What follows belongs to an exercise in optimizing a design on an open flow for small area, a short achievable clock period and few clock cycles per item; a production flow would make more cautious choices. Function was checked by simulation only, so behaviour that the tests miss may differ from the original.

### design.v
package board_pkg;
   localparam logic [2:0] EMPTY  = 3'd0;
   localparam logic [2:0] PAWN   = 3'd1;
   localparam logic [2:0] KNIGHT = 3'd2;
   localparam logic [2:0] BISHOP = 3'd3;
   localparam logic [2:0] ROOK   = 3'd4;
   localparam logic [2:0] QUEEN  = 3'd5;
   localparam logic [2:0] KING   = 3'd6;
   localparam int SQUARE_BITS = 4;
   localparam int NUM_SQUARES = 64;    
   localparam int BOARD_BITS  = SQUARE_BITS * NUM_SQUARES;
endpackage
package score_pkg;
   localparam int ACC_WIDTH = 20;      
   localparam int PHASE_MAX   = 62;   
   localparam int PHASE_WIDTH = 6;    
   localparam int SCALE_SHIFT = 20;
   localparam int SCALE_MUL   = (1 << SCALE_SHIFT) / PHASE_MAX;    
   localparam int BLEND_LATENCY = 5;  
   localparam logic [2:0] IDLE        = 3'd0;   
   localparam logic [2:0] WAIT_ATTACK = 3'd1;   
   localparam logic [2:0] WAIT_EVAL   = 3'd2;   
   localparam logic [2:0] WAIT_DRAIN  = 3'd3;   
   localparam logic [2:0] HOLD        = 3'd4;   
endpackage
`timescale 1ns/1ps
module material_eval
(
   input  logic                                   clk,
   input  logic                                   reset,
   input  logic [board_pkg::BOARD_BITS-1:0]       board,
   input  logic                                   start,
   input  logic                                   clear,
   output logic [2*score_pkg::ACC_WIDTH-1:0]      material,    
   output logic                                   done
);
   localparam int W          = score_pkg::ACC_WIDTH;
   localparam int NSQ        = board_pkg::NUM_SQUARES;
   localparam int GROUPS     = 8;                     
   localparam int GROUP_SIZE = NSQ / GROUPS;
   logic [NSQ*W-1:0]    square_mg, square_eg;         
   logic [GROUPS*W-1:0] group_mg_next, group_eg_next;  
   logic [GROUPS*W-1:0] group_mg, group_eg;           
   logic [W-1:0]        total_mg_next, total_eg_next;  
   logic                start_d;                      
   genvar sq;
   generate
      for (sq = 0; sq < NSQ; sq = sq + 1)
      begin : g_square
         logic [2:0]   kind;
         logic         black;
         logic [W-1:0] mg_val, eg_val;
         assign kind  = board[4*sq +: 3];
         assign black = board[4*sq + 3];
         always_comb
         begin
            case (kind)
               3'd1:    begin mg_val = W'(82);   eg_val = W'(94);  end    
               3'd2:    begin mg_val = W'(337);  eg_val = W'(281); end    
               3'd3:    begin mg_val = W'(365);  eg_val = W'(297); end    
               3'd4:    begin mg_val = W'(477);  eg_val = W'(512); end    
               3'd5:    begin mg_val = W'(1025); eg_val = W'(936); end    
               default: begin mg_val = '0;       eg_val = '0;      end    
            endcase
         end
         assign square_mg[W*sq +: W] = black ? -mg_val : mg_val;
         assign square_eg[W*sq +: W] = black ? -eg_val : eg_val;
      end
   endgenerate
   always_comb
   begin
      for (int g = 0; g < GROUPS; g++)
      begin
         group_mg_next[W*g +: W] = '0;
         group_eg_next[W*g +: W] = '0;
         for (int k = 0; k < GROUP_SIZE; k++)
         begin
            group_mg_next[W*g +: W] = group_mg_next[W*g +: W] + square_mg[W*(g*GROUP_SIZE + k) +: W];
            group_eg_next[W*g +: W] = group_eg_next[W*g +: W] + square_eg[W*(g*GROUP_SIZE + k) +: W];
         end
      end
   end
   always_ff @(posedge clk)
   begin
      group_mg <= group_mg_next;                       
      group_eg <= group_eg_next;
   end
   always_comb
   begin
      total_mg_next = '0;
      total_eg_next = '0;
      for (int g = 0; g < GROUPS; g++)
      begin
         total_mg_next = total_mg_next + group_mg[W*g +: W];
         total_eg_next = total_eg_next + group_eg[W*g +: W];
      end
   end
   always_ff @(posedge clk)
   begin
      material <= {total_mg_next, total_eg_next};      
   end
   always_ff @(posedge clk)
   begin
      if (reset)
      begin
         start_d <= 1'b0;
         done    <= 1'b0;
      end
      else
      begin
         start_d <= start;
         if (clear)
            done <= 1'b0;
         else if (start_d)
            done <= 1'b1;
      end
   end
endmodule
`timescale 1ns/1ps
module phase_count
(
   input  logic                              clk,
   input  logic                              reset,
   input  logic [board_pkg::BOARD_BITS-1:0]  board,
   input  logic                              start,
   input  logic                              clear,
   output logic [score_pkg::PHASE_WIDTH-1:0] phase,
   output logic                              done
);
   localparam int NSQ        = board_pkg::NUM_SQUARES;
   localparam int HALF       = NSQ / 2;
   localparam int HALF_WIDTH = $clog2(HALF + 1);      
   localparam int PW         = score_pkg::PHASE_WIDTH;
   logic [NSQ-1:0]        officer_mask;               
   logic [HALF_WIDTH-1:0] count_lo_next, count_hi_next;
   logic [HALF_WIDTH-1:0] count_lo, count_hi;         
   logic [HALF_WIDTH:0]   count_sum;                  
   logic                  start_d;
   always_comb
   begin
      for (int sq = 0; sq < NSQ; sq++)
         officer_mask[sq] = (board[4*sq +: 3] != board_pkg::EMPTY) &&
                            (board[4*sq +: 3] != board_pkg::PAWN);
   end
   always_comb
   begin
      count_lo_next = '0;
      count_hi_next = '0;
      for (int i = 0; i < HALF; i++)
      begin
         count_lo_next = count_lo_next + HALF_WIDTH'(officer_mask[i]);
         count_hi_next = count_hi_next + HALF_WIDTH'(officer_mask[HALF + i]);
      end
   end
   assign count_sum = count_lo + count_hi;
   always_ff @(posedge clk)
   begin
      count_lo <= count_lo_next;
      count_hi <= count_hi_next;
      if (count_sum > score_pkg::PHASE_MAX)            
         phase <= PW'(score_pkg::PHASE_MAX);
      else
         phase <= count_sum[PW-1:0];
   end
   always_ff @(posedge clk)
   begin
      if (reset)
      begin
         start_d <= 1'b0;
         done    <= 1'b0;
      end
      else
      begin
         start_d <= start;
         if (clear)
            done <= 1'b0;
         else if (start_d)
            done <= 1'b1;
      end
   end
endmodule
`timescale 1ns/1ps
module taper_blend
#(
   parameter int EVAL_WIDTH = 16
)
(
   input  logic                                clk,
   input  logic [2*score_pkg::ACC_WIDTH-1:0]   material,    
   input  logic [score_pkg::PHASE_WIDTH-1:0]   phase,
   output logic signed [EVAL_WIDTH-1:0]        eval
);
   localparam int ACC_WIDTH    = score_pkg::ACC_WIDTH;
   localparam int PHASE_WIDTH  = score_pkg::PHASE_WIDTH;
   localparam int SCALE_SHIFT  = score_pkg::SCALE_SHIFT;
   localparam int SCALE_MUL    = score_pkg::SCALE_MUL;
   localparam int WEIGHT_WIDTH = PHASE_WIDTH + 1;            
   localparam int PROD_WIDTH   = ACC_WIDTH + WEIGHT_WIDTH;   
   localparam int SUM_WIDTH    = PROD_WIDTH + 1;
   localparam int MUL_WIDTH    = $clog2(SCALE_MUL + 1) + 1;  
   localparam int SCALED_WIDTH = SUM_WIDTH + MUL_WIDTH;
   localparam int QUOT_WIDTH   = SCALED_WIDTH - SCALE_SHIFT;
   localparam logic signed [MUL_WIDTH-1:0]    SCALE      = MUL_WIDTH'(SCALE_MUL);
   localparam logic signed [SCALED_WIDTH-1:0] ROUND_BIAS = (SCALED_WIDTH'(1) << SCALE_SHIFT) - 1;
   logic signed [ACC_WIDTH-1:0]    material_mg, material_eg;
   logic signed [WEIGHT_WIDTH-1:0] mg_weight, eg_weight;
   logic signed [PROD_WIDTH-1:0]   mg_term, eg_term;    
   logic signed [SUM_WIDTH-1:0]    blend_sum;           
   logic signed [SCALED_WIDTH-1:0] scaled;              
   logic signed [SCALED_WIDTH-1:0] rounded;
   logic signed [QUOT_WIDTH-1:0]   quotient;            
   assign material_mg = material[2*ACC_WIDTH-1:ACC_WIDTH];
   assign material_eg = material[ACC_WIDTH-1:0];
   always_comb
   begin
      mg_weight = $signed({1'b0, phase});
      eg_weight = WEIGHT_WIDTH'(score_pkg::PHASE_MAX - phase);
   end
   always_comb
   begin
      if (scaled[SCALED_WIDTH-1])
         rounded = scaled + ROUND_BIAS;
      else
         rounded = scaled;
   end
   always_ff @(posedge clk)
   begin
      mg_term   <= material_mg * mg_weight;
      eg_term   <= material_eg * eg_weight;
      blend_sum <= mg_term + eg_term;
      scaled    <= blend_sum * SCALE;                   
      quotient  <= QUOT_WIDTH'(rounded >>> SCALE_SHIFT);
      eval      <= EVAL_WIDTH'(quotient);               
   end
endmodule
`timescale 1ns/1ps
module eval_control
(
   input  logic clk,
   input  logic reset,
   input  logic board_valid,
   input  logic attack_done,
   input  logic clear_eval,
   input  logic material_done,
   input  logic phase_done,
   output logic capture,
   output logic start,
   output logic clear,
   output logic eval_valid
);
   localparam int DRAIN_WIDTH = $clog2(score_pkg::BLEND_LATENCY) + 1;
   logic [2:0]             state;
   logic                   board_valid_r;              
   logic [DRAIN_WIDTH-1:0] drain_cnt;                  
   assign capture = (state == score_pkg::IDLE) && board_valid && !board_valid_r;
   always_ff @(posedge clk)
   begin
      if (reset)
      begin
         state         <= score_pkg::IDLE;
         board_valid_r <= 1'b0;
         drain_cnt     <= '0;
         start         <= 1'b0;
         clear         <= 1'b0;
         eval_valid    <= 1'b0;
      end
      else
      begin
         board_valid_r <= board_valid;
         start         <= 1'b0;                        
         clear         <= 1'b0;
         case (state)
            score_pkg::IDLE:
            begin
               drain_cnt <= '0;
               if (capture)
                  state <= score_pkg::WAIT_ATTACK;
            end
            score_pkg::WAIT_ATTACK:
            begin
               if (attack_done)
               begin
                  start <= 1'b1;                       
                  state <= score_pkg::WAIT_EVAL;
               end
            end
            score_pkg::WAIT_EVAL:
            begin
               if (material_done && phase_done)
                  state <= score_pkg::WAIT_DRAIN;
            end
            score_pkg::WAIT_DRAIN:
            begin
               drain_cnt <= drain_cnt + 1'b1;
               if (drain_cnt == DRAIN_WIDTH'(score_pkg::BLEND_LATENCY - 1))
               begin
                  state      <= score_pkg::HOLD;                  
                  eval_valid <= 1'b1;
               end
            end
            score_pkg::HOLD:
            begin
               if (clear_eval)
               begin
                  state      <= score_pkg::IDLE;
                  eval_valid <= 1'b0;
                  clear      <= 1'b1;                  
               end
            end
            default:
               state <= score_pkg::IDLE;
         endcase
      end
   end
endmodule
`timescale 1ns/1ps
module board_eval
#(
   parameter int EVAL_WIDTH = 16                       
)
(
   input  logic                         clk,
   input  logic                         reset,
   input  logic [255:0]                 board_in,
   input  logic                         board_valid,
   input  logic                         attack_done,
   input  logic                         clear_eval,
   output logic signed [EVAL_WIDTH-1:0] eval,
   output logic                         eval_valid
);
   logic [board_pkg::BOARD_BITS-1:0] board;                    
   logic                   capture;
   logic                   start;
   logic                   clear;
   logic                   material_done;
   logic                   phase_done;
   logic [2*score_pkg::ACC_WIDTH-1:0] material;                 
   logic [score_pkg::PHASE_WIDTH-1:0] phase;
   always_ff @(posedge clk)
   begin
      if (capture)
         board <= board_in;
   end
   eval_control u_eval_control
   (
      .clk           (clk),
      .reset         (reset),
      .board_valid   (board_valid),
      .attack_done   (attack_done),
      .clear_eval    (clear_eval),
      .material_done (material_done),
      .phase_done    (phase_done),
      .capture       (capture),
      .start         (start),
      .clear         (clear),
      .eval_valid    (eval_valid)
   );
   material_eval u_material_eval
   (
      .clk      (clk),
      .reset    (reset),
      .board    (board),
      .start    (start),
      .clear    (clear),
      .material (material),
      .done     (material_done)
   );
   phase_count u_phase_count
   (
      .clk   (clk),
      .reset (reset),
      .board (board),
      .start (start),
      .clear (clear),
      .phase (phase),
      .done  (phase_done)
   );
   taper_blend #(
      .EVAL_WIDTH (EVAL_WIDTH)
   ) u_taper_blend
   (
      .clk      (clk),
      .material (material),
      .phase    (phase),
      .eval     (eval)
   );
endmodule
### run.sh
#!/bin/bash
# synth_recipe.tcl (not shown) runs the flow's synth.tcl, then flattens the netlist and writes it again
# the make line also repeats each setting of config.mk as NAME=value (left out here)
make -C /OpenROAD-flow-scripts/flow DESIGN_CONFIG=/design/flow/config.mk WORK_HOME=/design/flow/orfs CLKGATE_MAP_FILE= SYNTH_SCRIPT=/design/flow/synth_recipe.tcl finish
### config.mk
export PLATFORM = sky130hd
export DESIGN_NAME = board_eval
export DESIGN_NICKNAME = board_eval
export VERILOG_FILES = /design/flow/design.v
export SDC_FILE = /design/flow/constraint.sdc
export NUM_CORES = 4
export LEC_CHECK = 0
export CAP_MARGIN = 20
export CORE_MARGIN = 2
export CORE_UTILIZATION = 40
export SLEW_MARGIN = 20
### constraint.sdc
create_clock -name core_clock -period 7.0 [get_ports {clk}]
set_input_delay 1.4000 -clock core_clock [delete_from_list [all_inputs] [get_ports {clk}]]
set_output_delay 1.4000 -clock core_clock [all_outputs]
set_load 0.01 [all_outputs]
==> flow_summary_export.csv <==
group,metric,value,unit
detailed_routing,drtPass1Iterations,7,
cells_and_area,final_core_util,44.1,%
sta,fin_crit_sh,94.0,%
critical_path,endpoint_kind,"flop",
clocking,cts_root_buffer,"clkbuf_16",
sta,fin_skew,79.0,ps
clocking,clockBufferDepth,4,
die,rows,206,
flow_run,max_cap_viol_count,0,
critical_path,crit_type,"flop to flop",
logic_synthesis,synthTopCellsByArea,"fa_1 (35%), inv_1 (9.5%), dfxtp_1 (8.5%), ha_1 (8.3%), edfxtp_1 (6.1%)",
die,dieArea,0.321,mm2
logic_synthesis,ys_top_cells_by_count,"inv_1 (3208), fa_1 (2241), nor2_1 (962)",
detailed_routing,route.detailed.drc,0,
critical_path,setup.worst_path.start_class,"flop",
logic_synthesis,syn_nets,17600,
placed_design,numPortBuffers,277,
clocking,htreeDepth,3,
sta,timing.hold.ws,324,ps
critical_path,worstPathRequired,7740,ps
critical_path,worstPathArrival,7330,ps
detailed_routing,drtIter0Drc,7949,
die,fp.dieH,567,um
critical_path,rr_worst_depth,23,
cells_and_area,fin_cells,18700,
critical_path,timing.rr.end,"u_material_eval.group_mg[78]",
clocking,cts.sinks,794,
cells_and_area,area_growth,9.53,%
global_routing,grtUsageTotal,24.9,%
clocking,numCtsBuffers,106,
sta,finalSetupViolCount,0,
min_path,hold_path_depth,0,
min_path,min_to,"u_taper_blend.eval[7]",
critical_path,reg2reg_slack,420,ps
min_path,worstHoldStart,"u_taper_blend.quotient[7]",
clocking,path_clk_slew,60,ps
cells_and_area,nFillCells,31100,
global_routing,grt_use_met2,40.5,%
sta,relSlewSlack,24.0,%
logic_synthesis,ys.flop_type,"dfxtp_1",
sta,slew_violations,0,
logic_synthesis,ys_seq_area_share,14.6,%
logic_synthesis,synthesis.area,0.127,mm2
global_routing,antenna_found_initial,26,
die,initial_core_util,40.2,%
logic_synthesis,ys_seq_elements,794,
clocking,clk_latency,920,ps
logic_synthesis,synth_area_per_cell,8.88,um2
logic_synthesis,yosysTopAreaCell,"fa_1",
die,fp.coreArea,0.315,mm2
logic_synthesis,synth_edf_count,256,
detailed_routing,wirelength,400000,um
placed_design,dp_cells,18500,
global_routing,grt_pass1_vias,95900,
min_path,min_path_type,"flop to flop",
logic_synthesis,synth_cell_types,86,
critical_path,critical_path.max_fanout,9,
clocking,cts_tree,"done",
global_routing,busiest_layer,"met2",
placed_design,finalWeightedCongestion,1.01,
die,ios,278,
logic_synthesis,synth_most_common_cell,"inv_1",
global_routing,overflow,0,
cells_and_area,drive_above_1_share,4.19,%
global_routing,grt_use_met1,33.9,%
critical_path,r2r-start,"board[105]",
detailed_routing,vias,95500,
detailed_routing,viasPerCell,5.12,
detailed_routing,wl_per_cell,21.4,um
global_routing,grt_max_degree,98,
global_routing,grt_pass1_wl,603000,um
sta,hold_viol,0,
die,die_w,567,um
logic_synthesis,syn_inst,14300,
global_routing,use_met3,3.16,%
sta,worst_pin_slew,1140,ps
logic_synthesis,async_flop_share,0,%
cells_and_area,nNetsFinal,17800,
status,status,"finished clean",
logic_synthesis,yosys_warnings,5,
placed_design,place_hpwl,348000,um
logic_synthesis,yosysTopAreaCellShare,35.4,%
sta,rsz0062_at_grt,"no",
sta,fmax,152,MHz
detailed_routing,detail-route-antenna-nets,0,
sta,min_period,6580,ps
[sequential cells by signal (all words and copies together), names as in the netlist]
register,flops
board,256
u_material_eval.group_eg,160
u_material_eval.group_mg,160
u_material_eval.material,40
u_taper_blend.scaled,33
u_taper_blend.blend_sum,28
u_taper_blend.eg_term,27
u_taper_blend.mg_term,27
u_taper_blend.eval,16
u_taper_blend.quotient,16
u_phase_count.count_hi,6
u_phase_count.count_lo,6
u_phase_count.phase,6
u_eval_control.drain_cnt,4
u_eval_control.state,3
u_eval_control.board_valid_r,1
u_eval_control.clear,1
u_eval_control.eval_valid,1
u_eval_control.start,1
u_phase_count.done,1
u_phase_count.start_d,1
[metal layers]
layer	vias up	part of all wire, %
met1	47200	43
met2	3138	46
met5	-	0.0092
met3	566	6.4
met4	6	4.4
li1	44700	-
[cells by family (layout without fill, tap and decap cells)]
logic type	count (synthesis)	in the layout	share of synthesized area [%]
buffers and inverters	3777	4012	11.2
XOR/XNOR	869	869	6.01
multiplexers	68	68	0.557
other	0	9	0
flip-flops	794	794	14.6
adder cells (fa/ha/maj)	3091	3091	43.8
AO/OA/AOI/OAI	2450	2450	12.0
AND/OR/NAND/NOR	3217	3217	11.9
[worst max-delay path: stages (launching register included)]
cell,delay (ps)
edfxtp_1,500
nand2b_1,250
clkinv_1,270
a21boi_0,470
ha_1,320
nor2_1,90
a21o_1,140
fa_1,410
inv_1,130
fa_1,480
fa_1,530
fa_1,560
ha_1,160
inv_1,50
fa_1,410
nor2b_1,130
o21ai_0,100
a21boi_0,240
o21ai_0,180
a211oi_1,410
nor4_2,140
o31ai_1,260
a21oi_1,110
xnor2_1,130
[how the worst max path moves through the flow]
stage / slack [ps] / to / from
2_1_floorplan: -3020 / board[0] / board_valid
3_3_place_gp: 410 / u_material_eval.group_eg[118] / board[162]
3_5_place_dp: 310 / u_material_eval.group_eg[118] / board[162]
4_1_cts: 290 / u_material_eval.group_eg[118] / board[162]
5_1_grt: 3 / u_material_eval.group_eg[96] / board[133]
6_report: 420 / u_material_eval.group_mg[78] / board[105]
[stage by stage]
stage | TNS, ps | instance area [um2] | setup slack (ps)
after floorplan | -773970 | 127000 | -3020
after global routing | 0 | 139000 | 3.04
final | 0 | 139000 | 418
after CTS | 0 | 139000 | 293
after detailed placement | 0 | 135000 | 307
after global placement | 0 | 135000 | 408
[cell type report]
| type | instances | area [um2] | area share [%] |
|---|---|---|---|
| multi-input cells | 9695 | 94200 | 67.9 |
| flip-flops and latches | 794 | 18500 | 13.3 |
| inverters | 3223 | 12100 | 8.72 |
| repair buffers | 601 | 5260 | 3.79 |
| well taps | 4160 | 5200 | 3.75 |
| clock buffers | 130 | 2930 | 2.11 |
| clock inverters | 58 | 646 | 0.465 |
| diodes | 9 | 22.5 | 0.0162 |
[timing repair]
action                     in CTS  in global routing
gates resized for setup         0                 18
hold buffers                    0                  0
setup endpoints to repair       0                 23
setup buffers                   0                  3
[cells in the final DEF (no fill, tap or decap), types with 218 or more instances in the layout]
cell,instances
a21o_1,218
a21oi_1,866
buf_4,320
clkdlybuf4s50_1,277
dfxtp_1,538
edfxtp_1,256
fa_1,2241
ha_1,838
inv_1,3208
nand2_1,940
nand2b_1,308
nor2_1,959
nor2b_1,236
o21ai_0,486
xnor2_1,653
Testbench counts, summed over its fixed seeds: cycles 5,632, boards 512.

-- static timing again, ports no longer ideal --
In the flow no input, the clock included, has a driving cell. The finished layout below was timed again as built, in two steps. Step 1 sets driving cells, clkbuf_16 on the clock port and buf_2 on the other inputs (assumed; they add their load-dependent delay and slew). Step 2 times the ports against the registers' clock, not the clock port: input delays grow and output delays shrink by t, the midpoint of the rising clock arrivals with the driver on. a / b / c = ideal ports / drivers / drivers and shift; a / b = the first two.
t (ns): 0.982
slack for setup (ns): 0.418 / 0.418 / 0.418
worst setup path at the end: register to register
After both steps setup and hold are still met in this run. The setup slack of this run moves by 0.000 ns with the drivers and by 0.000 ns with both steps.
